This is an optimization exercise on Yosys and OpenROAD, whose aim is small area, not a production implementation.
Only simulation tests tie the RTL to the original design; equivalence was not proved.
No activity file was given, so power comes from the tool's default toggle rates. The clock port is modelled as an ideal driver; clocking choices that lean on that would not hold on a real chip.

Setup of main:
==> module dmem_array, before the edit <==
module dmem_array (
  input  logic        clk,
  input  logic [15:0] wr_en,
  input  logic [31:0] wdata,
  input  logic [23:0] rsel,
  output logic [31:0] tap
);
  logic [31:0] pos [8][8];
  always_ff @(posedge clk) begin
    for (int r = 0; r < 8; r++) begin
      for (int p = 0; p < 8; p++) begin
        if (p == 0)      pos[r][p] <= ~(wr_en[2*r]   ? wdata : pos[r][7]);
        else if (p == 4) pos[r][p] <= ~(wr_en[2*r+1] ? ~wdata : pos[r][3]);
        else             pos[r][p] <= pos[r][p-1];
      end
    end
  end
  always_comb begin
    tap = '0;
    for (int r = 0; r < 8; r++) begin
      tap = tap | ({32{rsel[3*r]}}   & ~pos[r][0])
                | ({32{rsel[3*r+1]}} & ~pos[r][3])
                | ({32{rsel[3*r+2]}} & pos[r][6]);
    end
  end
endmodule
==> module dmem_responder, before the edit <==
module dmem_responder (
  input  logic        clk,
  input  logic        reset,
  input  logic        req_valid,
  input  logic        req_we,
  input  logic [31:0] req_addr,
  input  logic [31:0] req_wdata,
  output logic        req_ready,
  output logic        rsp_valid,
  output logic [31:0] rsp_rdata,
  output logic        rsp_err,
  output logic        busy,
  input  logic [3:0]  sw_in,
  output logic [31:0] hex_out
);
  logic [1:0]  state;
  logic [2:0]  ph;
  logic [31:0] st_q;
  logic [5:0]  idx_q;
  logic        wp_q;
  logic        memrd_q, swrd_q, hexrd_q, hexwr_q, err_q;
  logic [31:0] hex_q;
  logic        accept;
  logic        aligned, lo_zero, hi_ones, is_mem, is_sw, is_hex, a_err;
  logic [2:0]  pslot, bslot;
  logic        hit, rd_bus, rd_q;
  logic [15:0] wr_en;
  logic [23:0] rsel;
  logic [31:0] tap;
  logic        cap_io, st_en;
  logic [31:0] st_d;
  assign busy      = state != 2'd0;
  assign req_ready = state == 2'd0;
  assign rsp_valid = state == 2'd3;
  assign rsp_err   = err_q && rsp_valid;
  assign hex_out   = hex_q;
  assign rsp_rdata = st_q & {32{(memrd_q | swrd_q | hexrd_q) && rsp_valid}};
  assign accept = req_valid && state == 2'd0 && reset;
  assign aligned = req_addr[1:0] == 2'b00;
  assign lo_zero = req_addr[31:8] == 24'h0;
  assign hi_ones = req_addr[31:16] == 16'hFFFF && req_addr[15:3] == 13'h0;
  assign is_mem  = aligned && lo_zero;
  assign is_sw   = hi_ones && req_addr[2:0] == 3'b000;
  assign is_hex  = hi_ones && req_addr[2:0] == 3'b100;
  assign a_err   = !(is_mem || is_hex || (is_sw && !req_we));
  always_ff @(posedge clk or negedge reset) begin
    if (!reset) state <= 2'd0;
    else if (state != 2'd0 || accept) state <= state + 2'd1;
  end
  always_ff @(posedge clk) ph <= ph + 3'd1;
  always_ff @(posedge clk) begin
    if (accept) begin
      idx_q   <= req_addr[7:2];
      wp_q    <= is_mem && req_we;
      memrd_q <= is_mem && !req_we;
      swrd_q  <= is_sw && !req_we;
      hexrd_q <= is_hex && !req_we;
      hexwr_q <= is_hex && req_we;
      err_q   <= a_err;
    end
  end
  assign pslot  = idx_q[2:0] + ph;
  assign bslot  = req_addr[4:2] + ph;
  assign hit    = wp_q && idx_q == req_addr[7:2];
  assign rd_bus = accept && is_mem && !req_we && !hit;
  assign rd_q   = memrd_q && state[1] != state[0];
  always_comb begin
    for (int r = 0; r < 8; r++) begin
      wr_en[2*r]   = wp_q && idx_q[5:3] == 3'(r) && pslot == 3'd7;
      wr_en[2*r+1] = wp_q && idx_q[5:3] == 3'(r) && pslot == 3'd3;
      rsel[3*r]    = (rd_bus && req_addr[7:5] == 3'(r) && bslot == 3'd0) ||
                     (rd_q   && idx_q[5:3]    == 3'(r) && pslot == 3'd0);
      rsel[3*r+1]  = (rd_bus && req_addr[7:5] == 3'(r) && bslot == 3'd3) ||
                     (rd_q   && idx_q[5:3]    == 3'(r) && pslot == 3'd3);
      rsel[3*r+2]  = (rd_bus && req_addr[7:5] == 3'(r) && bslot == 3'd6) ||
                     (rd_q   && idx_q[5:3]    == 3'(r) && pslot == 3'd6);
    end
  end
  assign cap_io = state == 2'd2 && (swrd_q || hexrd_q);
  assign st_en  = (accept && !(is_mem && !req_we && hit)) || (|rsel) || cap_io;
  assign st_d   = ({32{accept && !rd_bus}} & req_wdata)
                | tap
                | ({32{cap_io && hexrd_q}} & hex_q)
                | ({32{cap_io && swrd_q}} & {28'b0, sw_in});
  always_ff @(posedge clk) begin
    if (st_en) st_q <= st_d;
  end
  always_ff @(posedge clk or negedge reset) begin
    if (!reset) hex_q <= '0;
    else if (state == 2'd2 && hexwr_q) hex_q <= st_q;
  end
  dmem_array u_array (
    .clk   (clk),
    .wr_en (wr_en),
    .wdata (st_q),
    .rsel  (rsel),
    .tap   (tap)
  );
endmodule
Settings: LEC_CHECK=0, CAP_MARGIN=0, CORE_MARGIN=2, CORE_UTILIZATION=65, CTS_BUF_LIST=sky130_fd_sc_hd__clkbuf_16, CTS_CLUSTER_DIAMETER=100, CTS_CLUSTER_SIZE=24, SLEW_MARGIN=0, SYNTH_HIERARCHICAL=1; clock period 5.5 ns.
standard.sh (not shown) runs the stock make flow with config.mk's settings and CLKGATE_MAP_FILE= SYNTH_SCRIPT=/design/flow/synth_recipe.tcl, a recipe that flattens the netlist after the stock synthesis.
==> flow/flow/run.sh <==
#!/bin/bash
# Standard ORFS layout (the standard.sh, unchanged synthesis), with two
# changes: clock tree synthesis without dummy loads, and the port buffers
# made with buf_1 instead of the default cell. Each tool's output goes to
# its own log here.
set -euo pipefail
CTS="-sink_clustering_enable -repair_clock_nets -sink_clustering_size 30 -sink_clustering_max_diameter 70 -buf_list sky130_fd_sc_hd__clkbuf_16 -dont_use_dummy_load"
bash standard.sh synth > log_synth.txt 2>&1
bash standard.sh floorplan > log_floorplan.txt 2>&1
BUFFER_PORTS_ARGS="-buffer_cell sky130_fd_sc_hd__buf_1" bash standard.sh place > log_place.txt 2>&1
CTS_ARGS="$CTS" bash standard.sh cts > log_cts.txt 2>&1
bash standard.sh finish > log_finish.txt 2>&1
Modified inputs, the feature branch compared to main
--- a/flow/design.v
+++ b/flow/design.v
@@ -13,8 +13,8 @@
   always_ff @(posedge clk) begin
     for (int r = 0; r < 8; r++) begin
       for (int p = 0; p < 8; p++) begin
-        if (p == 0)      pos[r][p] <= ~(wr_en[2*r]   ? wdata : pos[r][7]);
-        else if (p == 4) pos[r][p] <= ~(wr_en[2*r+1] ? ~wdata : pos[r][3]);
+        if (p == 0)      pos[r][p] <= wr_en[2*r]   ? wdata : pos[r][7];
+        else if (p == 4) pos[r][p] <= wr_en[2*r+1] ? wdata : pos[r][3];
         else             pos[r][p] <= pos[r][p-1];
       end
     end
@@ -22,8 +22,8 @@
   always_comb begin
     tap = '0;
     for (int r = 0; r < 8; r++) begin
-      tap = tap | ({32{rsel[3*r]}}   & ~pos[r][0])
-                | ({32{rsel[3*r+1]}} & ~pos[r][3])
+      tap = tap | ({32{rsel[3*r]}}   & pos[r][0])
+                | ({32{rsel[3*r+1]}} & pos[r][3])
                 | ({32{rsel[3*r+2]}} & pos[r][6]);
     end
   end
@@ -62,9 +62,9 @@
   assign busy      = state != 2'd0;
   assign req_ready = state == 2'd0;
   assign rsp_valid = state == 2'd3;
-  assign rsp_err   = err_q && rsp_valid;
+  assign rsp_err   = err_q;
   assign hex_out   = hex_q;
-  assign rsp_rdata = st_q & {32{(memrd_q | swrd_q | hexrd_q) && rsp_valid}};
+  assign rsp_rdata = st_q & {32{memrd_q | swrd_q | hexrd_q}};
   assign accept = req_valid && state == 2'd0 && reset;
   assign aligned = req_addr[1:0] == 2'b00;
   assign lo_zero = req_addr[31:8] == 24'h0;
Results
The feature branch ends up with a logic depth of the worst register-to-register path that is 2 lower than in main.
Delta(number of antenna violations at the first check in global routing, the feature branch - main) > 0
main -> the feature branch: number of ports placed on the die boundary delta 0, exact match
The feature branch vs main — core box area climbed slightly
Diff main -> the feature branch | setup slack | increase of 0.047 ns
Between main and the feature branch, cell area increased.
met2 layer usage reported by global route for the feature branch is higher than for main.
Comparing main with the feature branch, the post-synthesis share of cell area spent on full adders, half adders and majority gates came out essentially unchanged.
Minimum clock period after layout was higher in the run labelled main.
The feature branch vs main — average footprint of a synthesized cell rose 14%.
Delta (the feature branch minus main): total power divided by cell area decreased by about 15% relative to the old numbers, post-detailed-route via-to-cell ratio increased by about 2% relative to the old numbers.

-- re-timing with driven ports --
Ports are ideal in the flow. The routed layouts listed here were re-timed in OpenROAD. Step 1 assumes that a clkbuf_16 drives the clock port and a buf_2 every other input. Step 2, shift: input delay + t, output delay - t, t = (earliest + latest rising clock arrival at the registers) / 2. This alone moves slack from input paths to output paths. Slacks: no drivers / after step 1 / after step 2; pairs: no drivers / after step 1.
run | t (ns) | slack for setup (ns) | hold WS [ns] | slew at the worst register clock pin (ns) | cell pins on the clock port's net
main | 0.706 | 1.125 / 1.125 / 0.681 | 0.272 / 0.272 / 0.272 | 0.11 / 0.11 | 1
the feature branch | 0.720 | 1.172 / 1.172 / 0.543 | 0.282 / 0.282 / 0.282 | 0.11 / 0.11 | 1
After both steps setup and hold are still met in every run listed. For the feature branch, which loses most, drivers alone change the setup slack by 0.000 ns; drivers and shift together by -0.629 ns.
